From an optimization exercise on the open Yosys and OpenROAD flow, aimed at small area and a short achievable clock period; shortcuts taken in it are not production practice. At most, simulation tests tie the RTL to the original design; equivalence was not proved. No activity file was given, so power comes from the tool's default toggle rates.

the previous run:
==> flow/design.v (excerpt) <==
module data_ram_bytelane #(
    parameter int DATA_BUS_WIDTH    = data_ram_bytelane_pkg::DEFAULT_DATA_BUS_WIDTH,
    parameter int ADDRESS_BUS_WIDTH = data_ram_bytelane_pkg::DEFAULT_ADDRESS_BUS_WIDTH,
    parameter int NUM_BYTES         = 64
) (
    input  logic                          clk,
    input  logic                          rst_n,
    input  logic                          clear_req,
    input  logic                          req_valid,
    output logic                          req_ready,
    input  logic                          read_not_write,
    input  logic [ADDRESS_BUS_WIDTH-1:0]  address,
    input  logic [DATA_BUS_WIDTH/8-1:0]   byte_en,
    input  logic [DATA_BUS_WIDTH-1:0]     write_data,
    output logic                          rsp_valid,
    output logic                          rsp_err,
    output logic [DATA_BUS_WIDTH-1:0]     read_data,
    output logic                          busy
);
For scale: ~1300 cells after synthesis, about 21000 µm² of cells after synthesis.
==> module data_ram_bytelane_rd_sel, before the edit <==
module data_ram_bytelane_rd_sel (
    input  logic [15:0] i_addr,
    input  logic        i_req_valid,
    input  logic        i_ready,
    input  logic        i_clear_req,
    input  logic        i_rnw,
    output logic [7:0]  o_mem_o,
    output logic [7:0]  o_mem_e,
    output logic [3:0]  o_l0_o,
    output logic [3:0]  o_l0_e,
    output logic [3:0]  o_l1_o,
    output logic [3:0]  o_l1_e,
    output logic        o_hold
);
    logic       a0;
    logic       rd;
    logic [3:0] grp;
    logic [3:0] grp_e;
    logic       wrap;
    always_comb begin
        a0 = i_addr[0];
        rd = i_req_valid && i_ready && !i_clear_req && i_rnw
             && (i_addr[15:6] == 10'd0) && !(&i_addr[5:0]);
        for (int l = 0; l < 8; l++) o_mem_o[l] = (i_addr[3:1] == 3'(l));
        for (int h = 0; h < 4; h++) grp[h] = (i_addr[5:4] == 2'(h));
        for (int l = 0; l < 8; l++)
            o_mem_e[l] = ({i_addr[3:1], a0} == {3'(l), 1'b0})
                      || ({i_addr[3:1], a0} == {3'((l + 7) % 8), 1'b1});
        wrap    = a0 && (i_addr[3:1] == 3'd7);
        grp_e   = wrap ? {grp[2:0], 1'b0} : grp;
        o_l0_o  = grp   & {4{rd &&  a0}};
        o_l0_e  = grp_e & {4{rd && !a0}};
        o_l1_o  = grp   & {4{rd && !a0}};
        o_l1_e  = grp_e & {4{rd &&  a0}};
        o_hold  = !rd;
    end
endmodule
clock: 4.0 ns
lec_check: 0
cap_margin: 20
core_margin: 2
core_utilization: 60
cts_cluster_diameter: 100
cts_cluster_size: 20
place_density: 0.75
setup_slack_margin: 1.5
slew_margin: 20
synth_hierarchical: 1
run.sh (not shown) runs the stock make flow with config.mk's settings and CLKGATE_MAP_FILE= SYNTH_SCRIPT=/design/flow/synth_recipe.tcl, a recipe that flattens the netlist after the stock synthesis.
Setup changes, the previous run to the current run
--- a/flow/design.v
+++ b/flow/design.v
@@ -87,11 +87,9 @@
         rd = i_req_valid && i_ready && !i_clear_req && i_rnw
              && (i_addr[15:6] == 10'd0) && !(&i_addr[5:0]);
         for (int l = 0; l < 8; l++) o_mem_o[l] = (i_addr[3:1] == 3'(l));
         for (int h = 0; h < 4; h++) grp[h] = (i_addr[5:4] == 2'(h));
-        for (int l = 0; l < 8; l++)
-            o_mem_e[l] = ({i_addr[3:1], a0} == {3'(l), 1'b0})
-                      || ({i_addr[3:1], a0} == {3'((l + 7) % 8), 1'b1});
+        o_mem_e = a0 ? {o_mem_o[6:0], o_mem_o[7]} : o_mem_o;
         wrap    = a0 && (i_addr[3:1] == 3'd7);
         grp_e   = wrap ? {grp[2:0], 1'b0} : grp;
         o_l0_o  = grp   & {4{rd &&  a0}};
         o_l0_e  = grp_e & {4{rd && !a0}};
Findings:
The previous run → the current run: routing usage on met2 lower; clock transition at the registers of the reported paths roughly the same. In the reports for the previous run and the current run, the smaller combinational power belongs to the current run. Diff the previous run..the current run | area taken by flip-flops and latches | negligible. Run comparison: the previous run capture point of the critical path r_rd_data[0]; the current run capture point of the critical path r_rd_data[14]. Between the previous run and the current run, the multi-input gate share of the layout cell area figures differ only marginally. Sort the previous run and the current run by synthesis-to-finish area growth, descending, and the previous run comes first. Worst stage delay on the critical path ends up lower on the current run. Taking the previous run as the reference, in the current run setup slack of the critical path after layout grew by 58 ps; required time of the worst setup path shows no meaningful change; critical path depth up 1; total leakage power went down by 1.7%; mean instance size in the synthesized netlist barely changed. The current run vs the previous run: routed wire length down. Against the previous run as the reference, the current run delivers a lower post-route standard cell area excluding fillers.
Only the layout flow was run in the previous run; the RTL was not checked for function there.

==> re-timing with driven ports <==
No port has a modelled driver above. Below, the same layouts with a new extraction and two added sets of constraints. Step 1 sets driving cells, clkbuf_16 on the clock port and buf_2 on the other inputs (assumed; they add their load-dependent delay and slew). Step 2 adds t to the input delays and takes it off the output delays; t is the mean of the earliest and latest rising clock arrival at the registers after step 1. Input paths then give back, and output paths get back, about the clock's delay inside the block. Three values: ideal ports, drivers, drivers and shift; two values: the first two.
run	t (ns)	setup WS [ns]	worst setup path after step 2	slew at the worst register clock pin (ns)
the previous run	0.639	1.440 / 1.455 / 0.816	input to register	0.09 / 0.09
the current run	0.629	1.498 / 1.507 / 0.891	input to register	0.09 / 0.09
After both steps setup and hold are still met in every run listed. The setup slack of the previous run, which loses most, moves by +0.015 ns with the drivers and by -0.624 ns with both steps.
